What follows belongs to an exercise in optimizing a design on an open flow for small area; a production flow would make more cautious choices. The RTL was checked by simulation tests, not by an equivalence proof against the original design. Power and IR drop assume default switching activity.

File: config.mk
export PLATFORM = sky130hd
export DESIGN_NAME = alu
export DESIGN_NICKNAME = alu
export VERILOG_FILES = /design/flow/design.v
export SDC_FILE = /design/flow/constraint.sdc
export NUM_CORES = 4
export LEC_CHECK = 0
export CAP_MARGIN = 20
export CORE_MARGIN = 2
export CORE_UTILIZATION = 40
export SLEW_MARGIN = 20
File: constraint.sdc
create_clock -name core_clock -period 11.0 [get_ports {i_clk}]
set_input_delay 2.2000 -clock core_clock [delete_from_list [all_inputs] [get_ports {i_clk}]]
set_output_delay 2.2000 -clock core_clock [all_outputs]
set_load 0.01 [all_outputs]
File: run.sh
#!/bin/bash
# synth_recipe.tcl (not shown) runs the flow's synth.tcl, then flattens the netlist and writes it again
# the make line also repeats each setting of config.mk as NAME=value (left out here)
make -C /OpenROAD-flow-scripts/flow DESIGN_CONFIG=/design/flow/config.mk WORK_HOME=/design/flow/orfs CLKGATE_MAP_FILE= SYNTH_SCRIPT=/design/flow/synth_recipe.tcl finish
File: design.v
package alu_pkg;
    localparam int DATA_W    = 16;
    localparam int FRAC_W    = 10;
    localparam int INST_W    = 4;
    localparam int ACC_W_DEF = 36;    
    typedef logic signed [DATA_W-1:0] data_t;
    localparam data_t DATA_MAX = {1'b0, {(DATA_W-1){1'b1}}};    
    localparam data_t DATA_MIN = {1'b1, {(DATA_W-1){1'b0}}};    
    typedef enum logic [INST_W-1:0] {
        OP_ADD       = 0,
        OP_SUB       = 1,
        OP_MAC       = 2,
        OP_GRAY      = 4,
        OP_ROR       = 6,
        OP_CLZ       = 7,
        OP_TRANSPOSE = 9
    } op_e;
    localparam int MAT_N  = 8;
    localparam int ELEM_W = 2;
    typedef logic [$clog2(MAT_N)-1:0] idx_t;    
endpackage
`timescale 1ns/1ns
module alu (
    input  logic        i_clk,
    input  logic        i_rst_n,
    input  logic        i_in_valid,
    input  logic [3:0]  i_inst,
    input  logic [15:0] i_data_a,
    input  logic [15:0] i_data_b,
    output logic        o_busy,
    output logic        o_out_valid,
    output logic [15:0] o_data
);
    logic       tp;
    logic [2:0] cnt;
    logic       in_tp;
    logic       loading;
    logic       accept;
    logic       single;
    logic       last_col;
    assign in_tp    = (i_inst == 4'd9);
    assign loading  = o_busy & tp & ~o_out_valid;
    assign accept   = i_in_valid & (~o_busy | loading);
    assign single   = i_in_valid & ~o_busy & ~in_tp;
    assign last_col = i_in_valid & loading & (cnt == 3'd7);
    always_ff @(posedge i_clk or negedge i_rst_n) begin
        if (!i_rst_n) begin
            o_busy      <= 1'b0;
            o_out_valid <= 1'b0;
            tp          <= 1'b0;
            cnt         <= 3'd0;
        end else begin
            if (!o_busy) begin
                if (i_in_valid) begin
                    o_busy      <= 1'b1;
                    o_out_valid <= ~in_tp;
                    tp          <= in_tp;
                    if (in_tp) cnt <= cnt + 3'd1;
                end
            end else if (!tp) begin
                o_busy      <= 1'b0;
                o_out_valid <= 1'b0;
            end else if (!o_out_valid) begin
                if (i_in_valid) begin
                    cnt <= cnt + 3'd1;
                    if (cnt == 3'd7) o_out_valid <= 1'b1;
                end
            end else begin
                cnt <= cnt + 3'd1;
                if (cnt == 3'd7) begin
                    o_busy      <= 1'b0;
                    o_out_valid <= 1'b0;
                end
            end
        end
    end
    logic [15:0] w [8];
    always_ff @(posedge i_clk) begin
        if (accept) begin
            w[7] <= i_data_a;
            for (int k = 0; k < 7; k++) w[k] <= w[k+1];
        end
    end
    logic op_mac, op_addsub, op_sub;
    assign op_mac    = (i_inst == 4'd2);
    assign op_addsub = (i_inst[3:1] == 3'd0);
    assign op_sub    = i_inst[0];
    logic [15:0] m_a;
    logic [15:0] m_b;
    logic [36:0] x_add;
    logic        cin;
    logic [36:0] sum;
    logic [36:0] acc;
    assign m_a = i_data_a;
    assign m_b = op_mac ? i_data_b : 16'h0400;
    logic [7:0]  bz_one, bz_two, bz_neg;
    logic [16:0] pp   [8];
    logic [36:0] prow [8];
    logic [36:0] negs;
    always_comb begin
        negs = '0;
        for (int i = 0; i < 8; i++) begin
            logic b0, b1, bm;
            bm = (i == 0) ? 1'b0 : m_b[2*i-1];
            b0 = m_b[2*i];
            b1 = m_b[2*i+1];
            bz_one[i] = b0 ^ bm;
            bz_two[i] = (b1 & ~b0 & ~bm) | (~b1 & b0 & bm);
            bz_neg[i] = b1;
            for (int j = 0; j < 17; j++) begin
                logic aj, ajm;
                aj  = (j == 16) ? m_a[15] : m_a[j];
                ajm = (j == 0) ? 1'b0 : m_a[j-1];
                pp[i][j] = ((bz_one[i] & aj) | (bz_two[i] & ajm)) ^ bz_neg[i];
            end
            prow[i] = 37'({~pp[i][16], pp[i][15:0]}) << (2*i);
            negs[2*i] = bz_neg[i];
        end
    end
    localparam logic [36:0] K_SIGN = -(37'h1_0000 + 37'h4_0000 + 37'h10_0000 + 37'h40_0000
                                     + 37'h100_0000 + 37'h400_0000 + 37'h1000_0000
                                     + 37'h4000_0000);
    assign cin   = ~op_mac & op_sub;
    assign x_add = op_mac ? acc
                 : {{11{i_data_b[15] ^ op_sub}}, i_data_b ^ {16{op_sub}}, {10{op_sub}}};
    assign sum   = x_add + prow[0] + prow[1] + prow[2] + prow[3] + prow[4] + prow[5]
                 + prow[6] + prow[7] + negs + K_SIGN + {36'd0, cin};
    logic        mid_zero;
    logic        s_hi, s_lo;
    logic [36:0] acc_clamp;
    assign mid_zero  = (sum[34:9] == 26'd0);
    assign s_hi      = ~sum[36] & sum[35] & ~mid_zero;
    assign s_lo      = sum[36] & (~sum[35] | mid_zero);
    assign acc_clamp = s_hi ? {2'b01, 26'd0, 9'h1FF}
                     : s_lo ? {2'b11, 25'd0, 1'b1, 9'd0}
                     : sum;
    always_ff @(posedge i_clk or negedge i_rst_n) begin
        if (!i_rst_n) begin
            acc <= 37'd512;
        end else if (single & op_mac) begin
            acc <= acc_clamp;
        end
    end
    logic [15:0] arith_res;
    logic        ovf;
    assign ovf       = ~((sum[36:25] == 12'd0) | (sum[36:25] == 12'hFFF));
    assign arith_res = ovf ? (sum[36] ? 16'h8000 : 16'h7FFF) : sum[25:10];
    logic [15:0] ra, rb;
    logic [15:0] gray_res, ror_res, clz_res;
    logic [31:0] rot_wide;
    logic [4:0]  lz;
    assign ra = i_data_a;
    assign rb = i_data_b;
    assign gray_res = ra ^ (ra >> 1);
    assign rot_wide = {ra, ra} >> rb;
    assign ror_res  = rot_wide[15:0];
    always_comb begin
        lz = 5'd16;
        for (int i = 0; i < 16; i++) begin
            if (ra[i]) lz = 5'(15 - i);
        end
    end
    assign clz_res = {11'd0, lz};
    logic [15:0] row0, rown;
    logic [2:0]  rsel;
    assign rsel = cnt + 3'd1;
    always_comb begin
        for (int c = 0; c < 7; c++) begin
            row0[15-2*c -: 2] = w[c+1][15:14];
        end
        row0[1:0] = i_data_a[15:14];
        for (int c = 0; c < 8; c++) begin
            rown[15-2*c -: 2] = w[c][15-2*rsel -: 2];
        end
    end
    logic [15:0] res;
    always_comb begin
        case (i_inst)
            4'd0, 4'd1, 4'd2: res = arith_res;
            4'd4:             res = gray_res;
            4'd6:             res = ror_res;
            4'd7:             res = clz_res;
            default:          res = 16'd0;
        endcase
    end
    always_ff @(posedge i_clk) begin
        if (single) begin
            o_data <= res;
        end else if (last_col) begin
            o_data <= row0;
        end else if (o_out_valid & tp) begin
            o_data <= rown;
        end
    end
endmodule
==> summary.txt <==
layout make-up:
cell class | count | area [um2]
Inverter | 139 | 521.8
Multi-Input combinational cell | 1815 | 13580
Fill cell | 4932 | 28030
Clock buffer | 17 | 425.4
Antenna cell | 2 | 5.005
Sequential cell | 187 | 5403
Timing Repair Buffer | 140 | 1194
Tap cell | 672 | 840.8
Clock inverter | 15 | 170.2
stage by stage:
stage / instances / setup WS, ns
2_1_floorplan: 2362 / 1.338
3_3_place_gp: 2953 / 0.5613
3_5_place_dp: 2953 / 0.4759
4_1_cts: 2985 / 0.8937
5_1_grt: 2985 / 0.3346
6_report: 2987 / 0.8096
layer usage:
layer  track usage  share of wire  vias up
met1        0.3604           0.43     9079
met3       0.04694          0.087      136
met2        0.4133           0.45      924
met5             0              0        -
met4       0.09821          0.035        0
li1              -              -     8442
placed cells by master, fill, tap and decap left out, types with 11 or more instances in the layout:
| cell | synthesis | final |
|---|---|---|
| a222oi_1 | 23 | 23 |
| dfrtp_1 | 42 | 41 |
| fa_1 | 111 | 111 |
| o22ai_1 | 19 | 19 |
| a22oi_1 | 73 | 73 |
| mux2i_1 | 40 | 40 |
| a31oi_1 | 12 | 12 |
| xnor2_1 | 48 | 48 |
| nor2_1 | 174 | 174 |
| a211oi_1 | 29 | 29 |
| xor2_1 | 13 | 13 |
| clkbuf_16 | 0 | 17 |
| nor3_1 | 30 | 30 |
| or3_1 | 11 | 11 |
| o221ai_1 | 26 | 26 |
| a21o_1 | 21 | 21 |
| inv_1 | 135 | 135 |
| nand2_1 | 313 | 313 |
| a22o_1 | 14 | 14 |
| nand3_1 | 28 | 28 |
| o211ai_1 | 20 | 20 |
| a21oi_1 | 136 | 136 |
| o31ai_1 | 15 | 14 |
| ha_1 | 139 | 138 |
| and2_1 | 13 | 12 |
| clkdlybuf4s50_1 | 0 | 51 |
| o21a_1 | 18 | 18 |
| nand2b_1 | 20 | 20 |
| buf_4 | 0 | 83 |
| mux4_2 | 32 | 32 |
| o21ai_0 | 262 | 262 |
| edfxtp_1 | 144 | 144 |
cells by family after synthesis:
| family | Yosys count | synth area share |
|---|---|---|
| compound gates | 763 | 0.2427 |
| simple gates | 658 | 0.1424 |
| buf+inv | 360 | 0.06698 |
| fa+ha+maj | 254 | 0.1969 |
| flops | 187 | 0.2658 |
| mux | 79 | 0.05904 |
| xor+xnor | 61 | 0.02629 |
report_power, final:
part / internal [mW] / switching, mW / total [mW] / leakage [nW]
Clock: 0.325 / 0.296 / 0.620 / 0.291
Sequential: 1.08 / 0.152 / 1.23 / 1.94
Combinational: 1.07 / 1.62 / 2.68 / 6.77
state kept, by name (all words and copies together) (netlist names):
signal,count
w,128
acc,37
o_data,16
cnt,3
o_busy,1
o_out_valid,1
tp,1
path summary, 6_finish.rpt:
check | depth (start not counted) | startpoint | to
max reg2reg | 20 | acc[14] | acc[29]
min | 0 | w[5][3] | w[4][3]
min reg2reg | 0 | w[5][3] | w[4][3]
max | 23 | i_data_b[10] | acc[29]
min in group asynchronous | 1 | i_rst_n | tp
max in group asynchronous | 1 | i_rst_n | cnt[0]
==> results_dict.tcl <==
set metrics [dict create \
    status "finished clean" \
    synth_cell_types 83 \
    synth_top_area_cell "edfxtp_1" \
    grt_first_pass_wirelength_um 107500 \
    clk_latency_ns 0.44 \
    drive_above_1_share 0.08387 \
    crit_top_cell "fa_1" \
    regToRegSetupSlack_ns 4.10 \
    power.density_mw_per_mm2 204.8 \
    critPathArrivalTime_ns 10.51 \
    mappedNetlistArea_mm2 0.02032 \
    hold_ws_ns 0.4443 \
    area_growth_pct 8.939 \
    post_drt_wl_per_cell_um 23.26 \
    drt_wl_total_um 69470 \
    ant_nets 0 \
    synth_fp_nets 2651 \
    final.setup.tns_ns 0 \
    syn_inst 2362 \
    finalSetupViolations 0 \
    clkTransAtPathRegs_ns 0.08 \
    critical_path_class "in2reg" \
    leakage_nw 8.994 \
    rsz0062_at_grt "false" \
    root_buffer "clkbuf_16" \
    initial_utilization 0.4051 \
    final.setup_skew_ns 0.01368 \
    post_cts_buffers 0 \
    crit_family "compound AO/OA/AOI/OAI gates" \
    numCtsBuffers 17 \
    yosys_most_used_dff "edfxtp_1" \
    synth_common_cells "nand2_1 (313), o21ai_0 (262), clkbuf_1 (190)" \
    synth_edf_count 144 \
    hold_path_class "reg2reg" \
    num_vias 18580 \
    cp-start-kind "primary input" \
    required_ns 11.32 \
    grt_antenna_before_repair 0 \
    crit_path_end_kind "flop" \
    utilization 0.4413 \
    overflow 0 \
    yosysMostFrequentCell "nand2_1" \
    port_buffers 56 \
    fin_crit_sh 0.9264 \
    max_freq_mhz 98.13 \
    cp_slowest_stage_delay_ns 0.72 \
    ys_warn_count 4 \
    ctsHoldBuffers 0 \
    ys_seq_elements 187 \
    fp.dieH_um 229.4 \
    rows 82 \
    min_period_ns 10.19 \
    hpwl_um 53040 \
    yosysTopAreaCellShare 0.2128 \
    synthArstFlopShare 0.2299 \
    route.detailed.drc 0 \
    grt_pass1_vias 17830 \
    tightestPinTransition_ns 1.071 \
    critPathBufInv 2 \
    hold_viol_final 0 \
    seq_area_frac_synth 0.2658 \
    first_pass_iters 9 \
    clock_path_buffers 2 \
    ios 57 \
    drt_iter0_drc 2147 \
    path_max_fanout 17 \
    die-area_mm2 0.05263 \
    grt_max_degree 80 \
    vdd_drop_max_uv 136.4 \
    relSlewSlack 0.2771 \
    slew_violations 0 \
    vias_per_cell 6.221 \
    cts_tree "yes" \
    htree_levels 4 \
    p_total_mw 4.534 \
    ys_top_cells_by_area "edfxtp_1 (21%), fa_1 (11%), ha_1 (8.6%)" \
    core_region_area_mm2 0.05017 \
    postPlaceCellArea_mm2 0.02154 \
    crit_chain "clkdlybuf4s50_1 > nand2_1 > nand2_1 > o21ai_1 > a21oi_1 > o22a_1 > fa_1 > inv_1 > fa_1 > fa_1 > fa_1 > ha_1 > ha_1 > a21oi_1 > o21ai_1 > a211oi_1 > o21bai_1 > xor2_1 > or4_1 > or4b_1 > o31ai_4 > nor2_1 > o41ai_1" \
    grtUsageTotal 0.2626 \
    final_area_mm2 0.02214 \
    crit_slowest_cell "o21ai_1" \
    cts_sinks 187 \
    final_net_count 2589 \
    drv_cap 0 \
    cts_resized 0 \
    fp.dieW_um 229.4 \
    syn_avg_cell_area_um2 8.605 \
    gp_congestion 0.9579 \
]

## afterwards: timing with drivers on the ports
In the flow no input, the clock included, has a driving cell. The finished layout below was timed again as built, in two steps.
Step 1 assumes that a clkbuf_16 drives the clock port and a buf_2 every other input.
Step 2 moves the port delays by t, midway between the first and last clock arrival at a register: inputs arrive t later, outputs are due t later. That takes back most of the time a late clock gives input paths.
a / b / c = no drivers / after step 1 / after step 2; a / b = the first two.
t, ns: 0.489
slack for setup (ns): 0.810 / 0.843 / 0.354
worst setup path at the end: input to register
After both steps this run still meets setup and hold. The setup slack of this run moves by +0.033 ns with the drivers and by -0.456 ns with both steps.
